From an optimization exercise on the open Yosys and OpenROAD flow, aimed at small area, a short achievable clock period and few clock cycles per item; shortcuts taken in it are not production practice. The RTL was checked by simulation tests, not by an equivalence proof against the original design. No activity file was given, so power comes from the tool's default toggle rates.

// brute_force_matcher
module brute_force_matcher (
    input  logic        interface_clk,
    input  logic        rst,
    input  logic        i_load_valid,
    input  logic [72:0] i_load_word,     
    input  logic [1:0]  i_match_ready,
    output logic        o_load_ready,
    output logic [1:0]  o_match_valid,
    output logic [37:0] o_match          
);
clock: 9.5 ns
lec_check: 0
abc_clock_period_in_ps: 3000
cap_margin: 20
core_margin: 2
core_utilization: 40
cts_buf_list: sky130_fd_sc_hd__clkbuf_8
setup_slack_margin: 5
slew_margin: 20
tns_end_percent: 100
standard.sh (not shown) runs the stock make flow with config.mk's settings and CLKGATE_MAP_FILE= SYNTH_SCRIPT=/design/flow/synth_recipe.tcl, a recipe that flattens the netlist after the stock synthesis.
==> flow/flow/run.sh <==
#!/bin/bash
# Layout flow: the standard synthesis, then a netlist clean-up of adder polarities
# (flow/fa_polarity.py: drops the inverters synthesis leaves between adder cells; registers
# and all other cells unchanged), then the standard ORFS steps from floorplan to finish,
# with the timing repair aimed below the clock period (SETUP_SLACK_MARGIN) and every
# port buffered with buf_4.
set -euo pipefail
MARGIN=6.3
R=orfs/results/sky130hd/brute_force_matcher/base
bash standard.sh synth > make_synth.log 2>&1
cp $R/1_2_yosys.v $R/1_2_yosys_std.v
python3 flow/fa_polarity.py $R/1_2_yosys_std.v $R/1_2_yosys.v > fa_polarity.log 2>&1
rm -f $R/1_synth.odb $R/1_synth.sdc
bash standard.sh SETUP_SLACK_MARGIN=$MARGIN "BUFFER_PORTS_ARGS=-buffer_cell sky130_fd_sc_hd__buf_4" finish > make_finish.log 2>&1
Other scripts of this flow, unchanged in this note and not shown: flow/flow/fa_polarity.py
Testbench counts at the start, summed over its fixed seeds: cycles 1,360, queries 1,024.
==> next run, changes <==
--- a/flow/flow/run.sh
+++ b/flow/flow/run.sh
@@ -6,5 +6,5 @@
 # port buffered with buf_4.
 set -euo pipefail
-MARGIN=6.3
+MARGIN=6.2
 R=orfs/results/sky130hd/brute_force_matcher/base
 bash standard.sh synth > make_synth.log 2>&1
- CORE_UTILIZATION: 40 -> 60
- CTS_BUF_LIST: sky130_fd_sc_hd__clkbuf_8 -> unset
=> The new run ran to the end with no violations; maximum frequency rises by 3.7%; register-to-register slack gets worse by 0.08 ns; flip-flop and latch count stays the same; final cell count falls by 14%; die area falls by about 33%; via count falls by 1.8%; power rises by about 1.6%; sequential share of layout area rises by 1.3 points; worst setup slack gets better by 0.12 ns.

---

== try-sierra ==
brute_force_matcher, a different RTL version from the one above (not shown whole).
Size in the first run: ~120 I/O pins.
Settings: LEC_CHECK=0, ABC_CLOCK_PERIOD_IN_PS=3000, CAP_MARGIN=20, CORE_MARGIN=2, CORE_UTILIZATION=40, CTS_CLUSTER_DIAMETER=60, CTS_CLUSTER_SIZE=24, SETUP_SLACK_MARGIN=5, SLEW_MARGIN=20, TNS_END_PERCENT=100; clock period 9.5 ns.
==> flow/flow/run.sh <==
#!/bin/bash
# Layout flow: the standard synthesis, then a netlist clean-up of adder polarities
# (flow/fa_polarity.py: drops the inverters synthesis leaves between adder cells; registers
# and all other cells unchanged), then the standard ORFS steps from floorplan to finish,
# with the timing repair aimed below the clock period (SETUP_SLACK_MARGIN) and every
# port buffered with buf_4.
set -euo pipefail
MARGIN=6.3
R=orfs/results/sky130hd/brute_force_matcher/base
bash standard.sh synth > make_synth.log 2>&1
cp $R/1_2_yosys.v $R/1_2_yosys_std.v
python3 flow/fa_polarity.py $R/1_2_yosys_std.v $R/1_2_yosys.v > fa_polarity.log 2>&1
rm -f $R/1_synth.odb $R/1_synth.sdc
bash standard.sh SETUP_SLACK_MARGIN=$MARGIN "BUFFER_PORTS_ARGS=-buffer_cell sky130_fd_sc_hd__buf_4" finish > make_finish.log 2>&1
Other scripts of this flow, unchanged in this note and not shown: flow/flow/fa_polarity.py
try-sierra completed end to end with timing, DRC and antenna clean.
Testbench counts of try-sierra, summed over its fixed seeds: cycles 1,360, queries 1,024.
The inputs of try-fjord differ from those of try-sierra as listed below.
Settings: PLACE_DENSITY now 0.75, previously not set.
diff --git a/flow/flow/run.sh b/flow/flow/run.sh
--- a/flow/flow/run.sh
+++ b/flow/flow/run.sh
@@ -7,3 +7,3 @@
 set -euo pipefail
-MARGIN=6.3
+MARGIN=6.2
 R=orfs/results/sky130hd/brute_force_matcher/base
==> comparison <==
Per the final summary, try-fjord finished and its layout is clean on timing, DRC and antenna.
Compared with try-sierra, try-fjord shows a higher part of the cycle the worst path needs.
Relative to try-sierra, worst hold slack increased by 0.0054 ns in try-fjord.
When the final numbers for try-fjord and try-sierra were put side by side, the core utilization turned out to be smaller in try-fjord.
Against try-sierra, try-fjord comes in 1 lower on number of H-tree levels.
Summary of try-fjord over try-sierra: non-clock buffer count decreased by 25% relative to the old numbers, summed area of non-filler cells in the final layout decreased by 2.6% relative to the old numbers.
For try-quartz, these inputs were changed with respect to try-fjord:
Settings: clearing PLACE_DENSITY, which used to be 0.75; clearing CTS_CLUSTER_DIAMETER, which used to be 60; clearing CTS_CLUSTER_SIZE, which used to be 24.
diff --git a/flow/flow/run.sh b/flow/flow/run.sh
--- a/flow/flow/run.sh
+++ b/flow/flow/run.sh
@@ -7,3 +7,3 @@
 set -euo pipefail
-MARGIN=6.2
+MARGIN=6.25
 R=orfs/results/sky130hd/brute_force_matcher/base
==> run summary <==
try-quartz vs try-fjord, period utilization went down by 1.9 points.
Delta (try-quartz minus try-fjord): cell count higher; non-clock buffer count higher; internal power higher.
As far as layout sequential cell count goes, try-fjord and try-quartz are indistinguishable; the numbers are identical.
Looking at final hold slack, try-quartz sits 0.0091 ns lower than try-fjord does.
Per the comparison of try-quartz with try-fjord, worst path arrival time fell by 2.51 ns; combinational share of power fell by 3.1 points; final worst setup slack rose by 0.18 ns.
Looking at register-to-register setup slack, try-quartz sits 0.02 ns higher than try-fjord does.
Summary: with try-fjord as the reference, cell area in try-quartz moved up by a few percent.
For try-amber, these inputs were changed with respect to try-quartz:
Settings: CTS_CLUSTER_SIZE now 24, previously not set; CTS_CLUSTER_DIAMETER now 60, previously not set.
diff --git a/flow/flow/run.sh b/flow/flow/run.sh
--- a/flow/flow/run.sh
+++ b/flow/flow/run.sh
@@ -7,3 +7,3 @@
 set -euo pipefail
-MARGIN=6.25
+MARGIN=6.2
 R=orfs/results/sky130hd/brute_force_matcher/base
[summary]
Looking only at clock power, and setting everything else aside, the lower value of try-amber and try-quartz goes to try-amber. Delta (try-amber minus try-quartz): worst setup slack moved down; routing usage on met2 moved up; clock-cell share of area moved down. Number of instances in the placed design essentially unchanged between try-amber and try-quartz. Between try-amber and try-quartz, it is try-amber whose global-route usage is lower, by 0.17 points. Cmp try-amber and try-quartz / fraction of the core area covered by cells at the end of the flow / lower: try-amber.

-- port drivers added, routing unchanged --
No port has a modelled driver above. Below, the same layouts with a new extraction and two added sets of constraints.
Step 1 sets driving cells, clkbuf_16 on the clock port and buf_2 on the other inputs (assumed; they add their load-dependent delay and slew).
Step 2 times the ports against the registers' clock, not the clock port: input delays grow and output delays shrink by t, the midpoint of the rising clock arrivals with the driver on.
a / b / c = ideal ports / drivers / drivers and shift; a / b = the first two.
run	t (ns)	setup slack, ns	worst setup path at the end
the first run of note 1	1.058	6.075 / 5.994 / 5.247	input to register
the second run of note 1	0.874	6.198 / 6.174 / 5.452	input to register
try-sierra	0.880	6.209 / 6.126 / 5.479	input to register
try-fjord	0.838	6.039 / 6.096 / 5.258	input to register
try-quartz	0.883	6.224 / 6.138 / 5.420	input to register
try-amber	0.869	6.185 / 6.138 / 5.379	input to register
After both steps setup and hold are still met in every run listed. The setup slack of the first run of note 1, which loses most, moves by -0.081 ns with the drivers and by -0.828 ns with both steps.
